This is an optimization exercise on Yosys and OpenROAD, whose aim is small area, a short achievable clock period and few clock cycles, not a production implementation. At most, simulation tests tie the RTL to the original design; equivalence was not proved.

==> exp/sierra <==
Design edge_midpoint_subdivider, start of the top module:
module edge_midpoint_subdivider (
  input  wire logic                      clk_i,
  input  wire logic                      rst_ni,
  input  wire logic                      cfg_we_i,
  input  wire logic [DELTA_W-1:0]        cfg_wdata_i,
  input  wire logic                      edge_valid_i,
  output logic                           edge_ready_o,
  input  wire logic signed [COORD_W-1:0] edge_start_x_i,
  input  wire logic signed [COORD_W-1:0] edge_start_y_i,
  input  wire logic signed [COORD_W-1:0] edge_end_x_i,
  input  wire logic signed [COORD_W-1:0] edge_end_y_i,
  output logic                           point_valid_o,
  input  wire logic                      point_ready_i,
  output logic signed [POINT_W-1:0]      point_x_o,
  output logic signed [POINT_W-1:0]      point_y_o,
  output logic                           point_last_o,
  output logic                           point_capped_o
);
export LEC_CHECK = 0
export ABC_AREA = 1
export CAP_MARGIN = 20
export CORE_MARGIN = 2
export CORE_UTILIZATION = 55
export CTS_BUF_LIST = sky130_fd_sc_hd__clkbuf_8
export PLACE_DENSITY = 0.75
export SETUP_SLACK_MARGIN = 5
export SLEW_MARGIN = 20
create_clock -name core_clock -period 9.0 [get_ports {clk_i}]
standard.sh (not shown) runs the stock make flow with config.mk's settings and CLKGATE_MAP_FILE= SYNTH_SCRIPT=/design/flow/synth_recipe.tcl, a recipe that flattens the netlist after the stock synthesis.
==> flow/flow/run.sh <==
#!/bin/bash
# The standard layout, with the ports buffered by buf_4 rather than the
# flow's default pick, and repair_timing aiming for a larger setup margin.
set -euo pipefail
bash standard.sh SETUP_SLACK_MARGIN=5.9 "BUFFER_PORTS_ARGS=-buffer_cell sky130_fd_sc_hd__buf_4" finish > standard_make.log 2>&1
==> exp/raven: changes against exp/sierra <==
==> flow/flow/run.sh (replaced) <==
#!/bin/bash
# The standard layout, with the ports buffered by buf_4 rather than the
# flow's default pick, and repair_timing aiming for a larger setup margin.
set -euo pipefail
bash standard.sh SETUP_SLACK_MARGIN=5.7 "BUFFER_PORTS_ARGS=-buffer_cell sky130_fd_sc_hd__buf_4" finish > standard_make.log 2>&1
Settings changed: ABC_AREA 1 to unset, CORE_UTILIZATION 55 to 70, PLACE_DENSITY 0.75 to 0.85.
==> qor summary <==
metric                                                                       exp/raven                exp/sierra
Share of post-route cells with drive strength above 1                            18.0%                     14.1%
Run status                                                              finished clean            finished clean
Num CTS Buffers                                                                     76                        83
Worst path slowest cell                                          sky130_fd_sc_hd__fa_1  sky130_fd_sc_hd__dfrtp_1
Critical R2R Launch                                                          acc_q[19]                  b_dx[16]
Crit path capture                                                              c_l[29]              edge_ready_o
Die Span X                                                                      201 um                    231 um
Largest net degree at the start of global routing                                   85                        92
Leading cell type in the layout, fill and taps excluded      sky130_fd_sc_hd__edfxtp_1  sky130_fd_sc_hd__nand2_1
Setup slack of the most critical reg-to-reg path                               5.64 ns                   5.98 ns
Logic depth of the worst path, buffers included                                     10                         3
Post-DR wirelength/cell                                                        21.8 um                   18.1 um
Wire length of the first global-routing pass                                    102 mm                    110 mm
Met3 Wirelength                                                                6.80 mm                   6.01 mm
Data arrival time of the critical path                                         3.75 ns                   1.46 ns
Met2 routing resource usage after global routing                                 49.9%                     41.0%
Synthesized-area fraction occupied by and/or/nand/nor cells                      10.1%                     14.8%
Initial antenna violation count                                                      2                         0
Testbench counts of exp/sierra, summed over its fixed seeds: cycles 16,976.
Testbench counts of exp/raven, summed over its fixed seeds: cycles 16,976.

==> 07-28 <==
edge_midpoint_subdivider, a different RTL version from the one above (not shown whole).
==> flow/design.v (excerpt) <==
module edge_midpoint_subdivider (
  input  wire logic                      clk_i,
  input  wire logic                      rst_ni,
  input  wire logic                      cfg_we_i,
  input  wire logic [DELTA_W-1:0]        cfg_wdata_i,
  input  wire logic                      edge_valid_i,
  output logic                           edge_ready_o,
  input  wire logic signed [COORD_W-1:0] edge_start_x_i,
  input  wire logic signed [COORD_W-1:0] edge_start_y_i,
  input  wire logic signed [COORD_W-1:0] edge_end_x_i,
  input  wire logic signed [COORD_W-1:0] edge_end_y_i,
  output logic                           point_valid_o,
  input  wire logic                      point_ready_i,
  output logic signed [POINT_W-1:0]      point_x_o,
  output logic signed [POINT_W-1:0]      point_y_o,
  output logic                           point_last_o,
  output logic                           point_capped_o
);
  logic [DELTA_W-1:0] delta_q;
  always_ff @(posedge clk_i or negedge rst_ni) begin
    if (!rst_ni) begin
      delta_q <= DELTA_RESET;
    end else if (cfg_we_i) begin
      delta_q <= cfg_wdata_i;
    end
  end
  logic a_v, b_v, b_ph, c_v, c_lp, e_v;
  ...
Settings: LEC_CHECK=0, CAP_MARGIN=20, CORE_MARGIN=2, CORE_UTILIZATION=40, PLACE_DENSITY=0.6, SLEW_MARGIN=20; clock period 9.0 ns.
==> flow/flow/run.sh <==
#!/bin/bash
# The standard layout, with repair_timing aiming for a larger setup margin.
set -euo pipefail
bash standard.sh SETUP_SLACK_MARGIN=6.0 finish > standard_make.log 2>&1
==> 05-27 (differences from 07-28) <==
==> flow/run.sh (new file) <==
#!/bin/bash
# synth_recipe.tcl (not shown) runs the flow's synth.tcl, then flattens the netlist and writes it again
# the make line also repeats each setting of config.mk as NAME=value (left out here)
make -C /OpenROAD-flow-scripts/flow DESIGN_CONFIG=/design/flow/config.mk WORK_HOME=/design/flow/orfs CLKGATE_MAP_FILE= SYNTH_SCRIPT=/design/flow/synth_recipe.tcl finish
removed: flow/flow/run.sh
removed: flow/standard.sh
==> 07-09 (differences from 07-28) <==
--- a/flow/design.v
+++ b/flow/design.v
@@ -398,14 +398,165 @@
   wire t374 = t133 ^ u[15];
   wire t375 = t133 & u[15];
   assign s_o = {t375, t373, t371, t369, t367, t365, t363, t361, t359, t357, t355, t353, t351, t349, t347, t345, t343, t341, t339, t337, t335, t333, t331, t329, t327, t325, t323, t321, t319, t318, t15, u[0]};
   assign c_o = {1'b0, t374, t372, t370, t368, t366, t364, t362, t360, t358, t356, t354, t352, t350, t348, t346, t344, t342, t340, t338, t336, t334, t332, t330, t328, t326, t324, t322, t320, t30, 1'b0, g};
 endmodule
 `default_nettype wire
 `default_nettype none
+module ems_cmp_le (
+  input  wire logic [35:0] a,
+  input  wire logic [35:0] b,
+  output logic        le_o
+);
+  wire c0 = ~a[0] & b[0];
+  wire c1 = ~(a[0] ^ b[0]);
+  wire c2 = ~a[1] & b[1];
+  wire c3 = ~(a[1] ^ b[1]);
+  wire c4 = ~a[2] & b[2];
+  wire c5 = ~(a[2] ^ b[2]);
+  wire c6 = ~a[3] & b[3];
+  wire c7 = ~(a[3] ^ b[3]);
+  wire c8 = ~a[4] & b[4];
+  wire c9 = ~(a[4] ^ b[4]);
+  wire c10 = ~a[5] & b[5];
+  wire c11 = ~(a[5] ^ b[5]);
+  wire c12 = ~a[6] & b[6];
+  wire c13 = ~(a[6] ^ b[6]);
+  wire c14 = ~a[7] & b[7];
+  wire c15 = ~(a[7] ^ b[7]);
+  wire c16 = ~a[8] & b[8];
+  wire c17 = ~(a[8] ^ b[8]);
+  wire c18 = ~a[9] & b[9];
+  wire c19 = ~(a[9] ^ b[9]);
+  wire c20 = ~a[10] & b[10];
+  wire c21 = ~(a[10] ^ b[10]);
+  wire c22 = ~a[11] & b[11];
+  wire c23 = ~(a[11] ^ b[11]);
+  wire c24 = ~a[12] & b[12];
+  wire c25 = ~(a[12] ^ b[12]);
+  wire c26 = ~a[13] & b[13];
+  wire c27 = ~(a[13] ^ b[13]);
+  wire c28 = ~a[14] & b[14];
+  wire c29 = ~(a[14] ^ b[14]);
+  wire c30 = ~a[15] & b[15];
+  wire c31 = ~(a[15] ^ b[15]);
+  wire c32 = ~a[16] & b[16];
+  wire c33 = ~(a[16] ^ b[16]);
+  wire c34 = ~a[17] & b[17];
+  wire c35 = ~(a[17] ^ b[17]);
+  wire c36 = ~a[18] & b[18];
+  wire c37 = ~(a[18] ^ b[18]);
+  wire c38 = ~a[19] & b[19];
+  wire c39 = ~(a[19] ^ b[19]);
+  wire c40 = ~a[20] & b[20];
+  wire c41 = ~(a[20] ^ b[20]);
+  wire c42 = ~a[21] & b[21];
+  wire c43 = ~(a[21] ^ b[21]);
+  wire c44 = ~a[22] & b[22];
+  wire c45 = ~(a[22] ^ b[22]);
+  wire c46 = ~a[23] & b[23];
+  wire c47 = ~(a[23] ^ b[23]);
+  wire c48 = ~a[24] & b[24];
+  wire c49 = ~(a[24] ^ b[24]);
+  wire c50 = ~a[25] & b[25];
+  wire c51 = ~(a[25] ^ b[25]);
+  wire c52 = ~a[26] & b[26];
+  wire c53 = ~(a[26] ^ b[26]);
+  wire c54 = ~a[27] & b[27];
+  wire c55 = ~(a[27] ^ b[27]);
+  wire c56 = ~a[28] & b[28];
+  wire c57 = ~(a[28] ^ b[28]);
+  wire c58 = ~a[29] & b[29];
+  wire c59 = ~(a[29] ^ b[29]);
+  wire c60 = ~a[30] & b[30];
+  wire c61 = ~(a[30] ^ b[30]);
+  wire c62 = ~a[31] & b[31];
+  wire c63 = ~(a[31] ^ b[31]);
+  wire c64 = ~a[32] & b[32];
+  wire c65 = ~(a[32] ^ b[32]);
+  wire c66 = ~a[33] & b[33];
+  wire c67 = ~(a[33] ^ b[33]);
+  wire c68 = ~a[34] & b[34];
+  wire c69 = ~(a[34] ^ b[34]);
+  wire c70 = ~a[35] & b[35];
+  wire c71 = ~(a[35] ^ b[35]);
+  wire c72 = c2 | (c3 & c0);
+  wire c73 = c3 & c1;
+  wire c74 = c6 | (c7 & c4);
+  wire c75 = c7 & c5;
+  wire c76 = c10 | (c11 & c8);
+  wire c77 = c11 & c9;
+  wire c78 = c14 | (c15 & c12);
+  wire c79 = c15 & c13;
+  wire c80 = c18 | (c19 & c16);
+  wire c81 = c19 & c17;
+  wire c82 = c22 | (c23 & c20);
+  wire c83 = c23 & c21;
+  wire c84 = c26 | (c27 & c24);
+  wire c85 = c27 & c25;
+  wire c86 = c30 | (c31 & c28);
+  wire c87 = c31 & c29;
+  wire c88 = c34 | (c35 & c32);
+  wire c89 = c35 & c33;
+  wire c90 = c38 | (c39 & c36);
+  wire c91 = c39 & c37;
+  wire c92 = c42 | (c43 & c40);
+  wire c93 = c43 & c41;
+  wire c94 = c46 | (c47 & c44);
+  wire c95 = c47 & c45;
+  wire c96 = c50 | (c51 & c48);
+  wire c97 = c51 & c49;
+  wire c98 = c54 | (c55 & c52);
+  wire c99 = c55 & c53;
+  wire c100 = c58 | (c59 & c56);
+  wire c101 = c59 & c57;
+  wire c102 = c62 | (c63 & c60);
+  wire c103 = c63 & c61;
+  wire c104 = c66 | (c67 & c64);
+  wire c105 = c67 & c65;
+  wire c106 = c70 | (c71 & c68);
+  wire c107 = c71 & c69;
+  wire c108 = c74 | (c75 & c72);
+  wire c109 = c75 & c73;
+  wire c110 = c78 | (c79 & c76);
+  wire c111 = c79 & c77;
+  wire c112 = c82 | (c83 & c80);
+  wire c113 = c83 & c81;
+  wire c114 = c86 | (c87 & c84);
+  wire c115 = c87 & c85;
+  wire c116 = c90 | (c91 & c88);
+  wire c117 = c91 & c89;
+  wire c118 = c94 | (c95 & c92);
+  wire c119 = c95 & c93;
+  wire c120 = c98 | (c99 & c96);
+  wire c121 = c99 & c97;
+  wire c122 = c102 | (c103 & c100);
+  wire c123 = c103 & c101;
+  wire c124 = c106 | (c107 & c104);
+  wire c125 = c107 & c105;
+  wire c126 = c110 | (c111 & c108);
+  wire c127 = c111 & c109;
+  wire c128 = c114 | (c115 & c112);
+  wire c129 = c115 & c113;
+  wire c130 = c118 | (c119 & c116);
+  wire c131 = c119 & c117;
+  wire c132 = c122 | (c123 & c120);
+  wire c133 = c123 & c121;
+  wire c134 = c128 | (c129 & c126);
+  wire c135 = c129 & c127;
+  wire c136 = c132 | (c133 & c130);
+  wire c137 = c133 & c131;
+  wire c138 = c136 | (c137 & c134);
+  wire c139 = c137 & c135;
+  wire c140 = c124 | (c125 & c138);
+  wire c141 = c125 & c139;
+  assign le_o = c140 | c141;
+endmodule
+`default_nettype wire
+`default_nettype none
 import ems_pkg::*;
 module edge_midpoint_subdivider (
   input  wire logic                      clk_i,
   input  wire logic                      rst_ni,
   input  wire logic                      cfg_we_i,
   input  wire logic [DELTA_W-1:0]        cfg_wdata_i,
   input  wire logic                      edge_valid_i,
@@ -434,15 +585,15 @@
   logic fit;
   logic [DEPTH_W-1:0] c_k;
   logic e_last;
   assign fire   = e_v & point_ready_i;
   assign e_free = ~e_v | (e_last & point_ready_i);
   assign c_done = fit | (c_k == DEPTH_W'(MAX_DEPTH));
   assign c_hand = c_v & ~c_lp & c_done & e_free;
-  assign b_mv   = b_v & b_ph & (~c_v | c_hand);
+  assign b_mv   = b_v & b_ph & (~c_v | (c_v & ~c_lp & c_done & ~e_v));
   assign b_load = ~b_v | b_mv;
   assign a_mv   = a_v & b_load;
   assign edge_ready_o = ~a_v;
   always_ff @(posedge clk_i or negedge rst_ni) begin
     if (!rst_ni) begin
       a_v  <= 1'b0;
       b_v  <= 1'b0;
@@ -517,29 +668,38 @@
     if (!rst_ni) begin
       q_x <= 1'b0;
     end else begin
       q_x <= b_v & ~b_ph & ~b_load;
     end
   end
   logic [SQ_W-1:0]  acc_q;
+  logic [SQ_W-1:0]  r3_s, r3_c;
   logic [SUM_W-1:0] sum2;
-  assign sum2 = SUM_W'(c_lp ? acc_q : '0) + SUM_W'(s1_q) + SUM_W'(c1_q);
+  assign r3_s = acc_q ^ s1_q ^ c1_q;
+  assign r3_c = (acc_q & s1_q) | (acc_q & c1_q) | (s1_q & c1_q);
+  assign sum2 = SUM_W'(r3_s) + {r3_c, 1'b0};
   always_ff @(posedge clk_i) begin
     if (q_x) begin
       acc_q <= sum2[SQ_W-1:0];
+    end else if (c_lp || !b_v) begin
+      acc_q <= '0;
     end
   end
   logic signed [COORD_W-1:0] c_sx, c_sy;
   logic signed [STEP_W-1:0]  c_stx, c_sty;
   logic [SUM_W-1:0]          c_l;
   logic                      c_st;
   logic signed [DIFF_W-1:0]  b_dx, b_dy;
   assign b_dx = {b_gy, b_uy ^ {COORD_W{b_gy}}};
   assign b_dy = {b_gx, b_ux ^ {COORD_W{b_gx}}};
-  assign fit = ({{(DELTA_W - SUM_W){1'b0}}, c_l, c_st} <= {delta_q, 1'b0});
+  ems_cmp_le u_fit (
+    .a    ({{(DELTA_W - SUM_W){1'b0}}, c_l, c_st}),
+    .b    ({delta_q, 1'b0}),
+    .le_o (fit)
+  );
   always_ff @(posedge clk_i) begin
     if (b_mv) begin
       c_sx  <= b_sx;
       c_sy  <= b_sy;
       c_stx <= {b_dx, {EXTRA_FRAC{1'b0}}};
       c_sty <= {b_dy, {EXTRA_FRAC{1'b0}}};
     end else if (c_v && !c_lp && !c_done) begin
==> flow/run.sh (new file) <==
#!/bin/bash
# synth_recipe.tcl (not shown) runs the flow's synth.tcl, then flattens the netlist and writes it again
# the make line also repeats each setting of config.mk as NAME=value (left out here)
make -C /OpenROAD-flow-scripts/flow DESIGN_CONFIG=/design/flow/config.mk WORK_HOME=/design/flow/orfs CLKGATE_MAP_FILE= SYNTH_SCRIPT=/design/flow/synth_recipe.tcl finish
- SETUP_SLACK_MARGIN: not set -> 5
removed: flow/flow/run.sh
removed: flow/standard.sh
==> 10-12 (differences from 07-28) <==
==> flow/run.sh (new file) <==
#!/bin/bash
# synth_recipe.tcl (not shown) runs the flow's synth.tcl, then flattens the netlist and writes it again
# the make line also repeats each setting of config.mk as NAME=value (left out here)
make -C /OpenROAD-flow-scripts/flow DESIGN_CONFIG=/design/flow/config.mk WORK_HOME=/design/flow/orfs CLKGATE_MAP_FILE= SYNTH_SCRIPT=/design/flow/synth_recipe.tcl finish
- SETUP_SLACK_MARGIN: not set -> 5
removed: flow/flow/run.sh
removed: flow/standard.sh
==> run notes <==
- CTS Buf Count: 54
- Crit path from: c_lp
- XOR/XNOR Fraction of Synth Area: 0.0559
- Layout area overhead: 15.0%
- Ant. Diodes: 0
- Outcome: timing/DRC/antenna clean
- Initial core utilization: 0.403
- GRT met3 Usage: 0.0233
- Routed WL: 58,900 um
- Fraction of area in multi-input gates: 0.413
Source of the figures above: 05-27

==> run notes <==
- XOR/XNOR Fraction of Synth Area: 0.0550
- GRT met3 Usage: 0.0245
- Ant. Diodes: 0
- CTS Buf Count: 53
- Crit path from: delta_q[1]
- Outcome: timing/DRC/antenna clean
- Initial core utilization: 0.404
Source of the figures above: 07-09

==> run notes <==
- Ant. Diodes: 0
- Routed WL: 74,700 um
- GRT met3 Usage: 0.0278
- Layout area overhead: 33.6%
- Outcome: timing/DRC/antenna clean
- CTS Buf Count: 52
- Crit path from: c_lp
- Fraction of area in multi-input gates: 0.396
Source of the figures above: 07-28

==> run notes <==
- Crit path from: point_ready_i
- Fraction of area in multi-input gates: 0.412
- GRT met3 Usage: 0.0226
- Ant. Diodes: 1
- Layout area overhead: 16.3%
- # clk buffers: 76
- Routed WL: 61,000 um
- Outcome: timing/DRC/antenna clean
- Crit path launch type: input port
Source of the figures above: 10-12

Testbench counts of 07-28, summed over its fixed seeds: cycles 16,976.
Testbench counts of 05-27, summed over its fixed seeds: cycles 16,976.
Testbench counts of 10-12, summed over its fixed seeds: cycles 16,976.
Function not checked in 07-09: the RTL went through the layout flow alone.

what the ideal ports hide:
The results above use ideal ports. As a check the final layouts listed here were re-extracted and re-timed, cells and wires unchanged.
Step 1, drivers: a clkbuf_16 drives clk_i and a buf_2 each remaining input, both assumed.
Step 2 times the ports against the registers' clock, not the clock port: input delays grow and output delays shrink by t, the midpoint of the rising clock arrivals with the driver on.
Slacks: no drivers / after step 1 / after step 2; pairs: no drivers / after step 1.
| run | t, ns | slack for setup (ns) | latest minus earliest clock arrival (ns) | slew at the worst register clock pin (ns) | pins driven straight from the clock port |
|---|---|---|---|---|---|
| exp/sierra | 0.718 | 5.737 / 5.683 / 5.595 | 0.047 / 0.048 | 0.07 / 0.07 | 1 |
| exp/raven | 0.679 | 5.643 / 5.643 / 5.334 | 0.045 / 0.045 | 0.07 / 0.07 | 1 |
| 07-28 | 0.660 | 5.117 / 5.117 / 5.009 | 0.039 / 0.040 | 0.07 / 0.07 | 1 |
| 05-27 | 0.659 | 4.047 / 4.047 / 3.885 | 0.070 / 0.070 | 0.07 / 0.07 | 1 |
| 07-09 | 0.660 | 5.243 / 5.243 / 4.866 | 0.063 / 0.063 | 0.06 / 0.06 | 1 |
| 10-12 | 0.670 | 5.104 / 5.136 / 4.466 | 0.054 / 0.054 | 0.06 / 0.06 | 1 |
After both steps every run listed still meets setup and hold. The setup slack of 10-12, which loses most, moves by +0.032 ns with the drivers and by -0.638 ns with both steps.
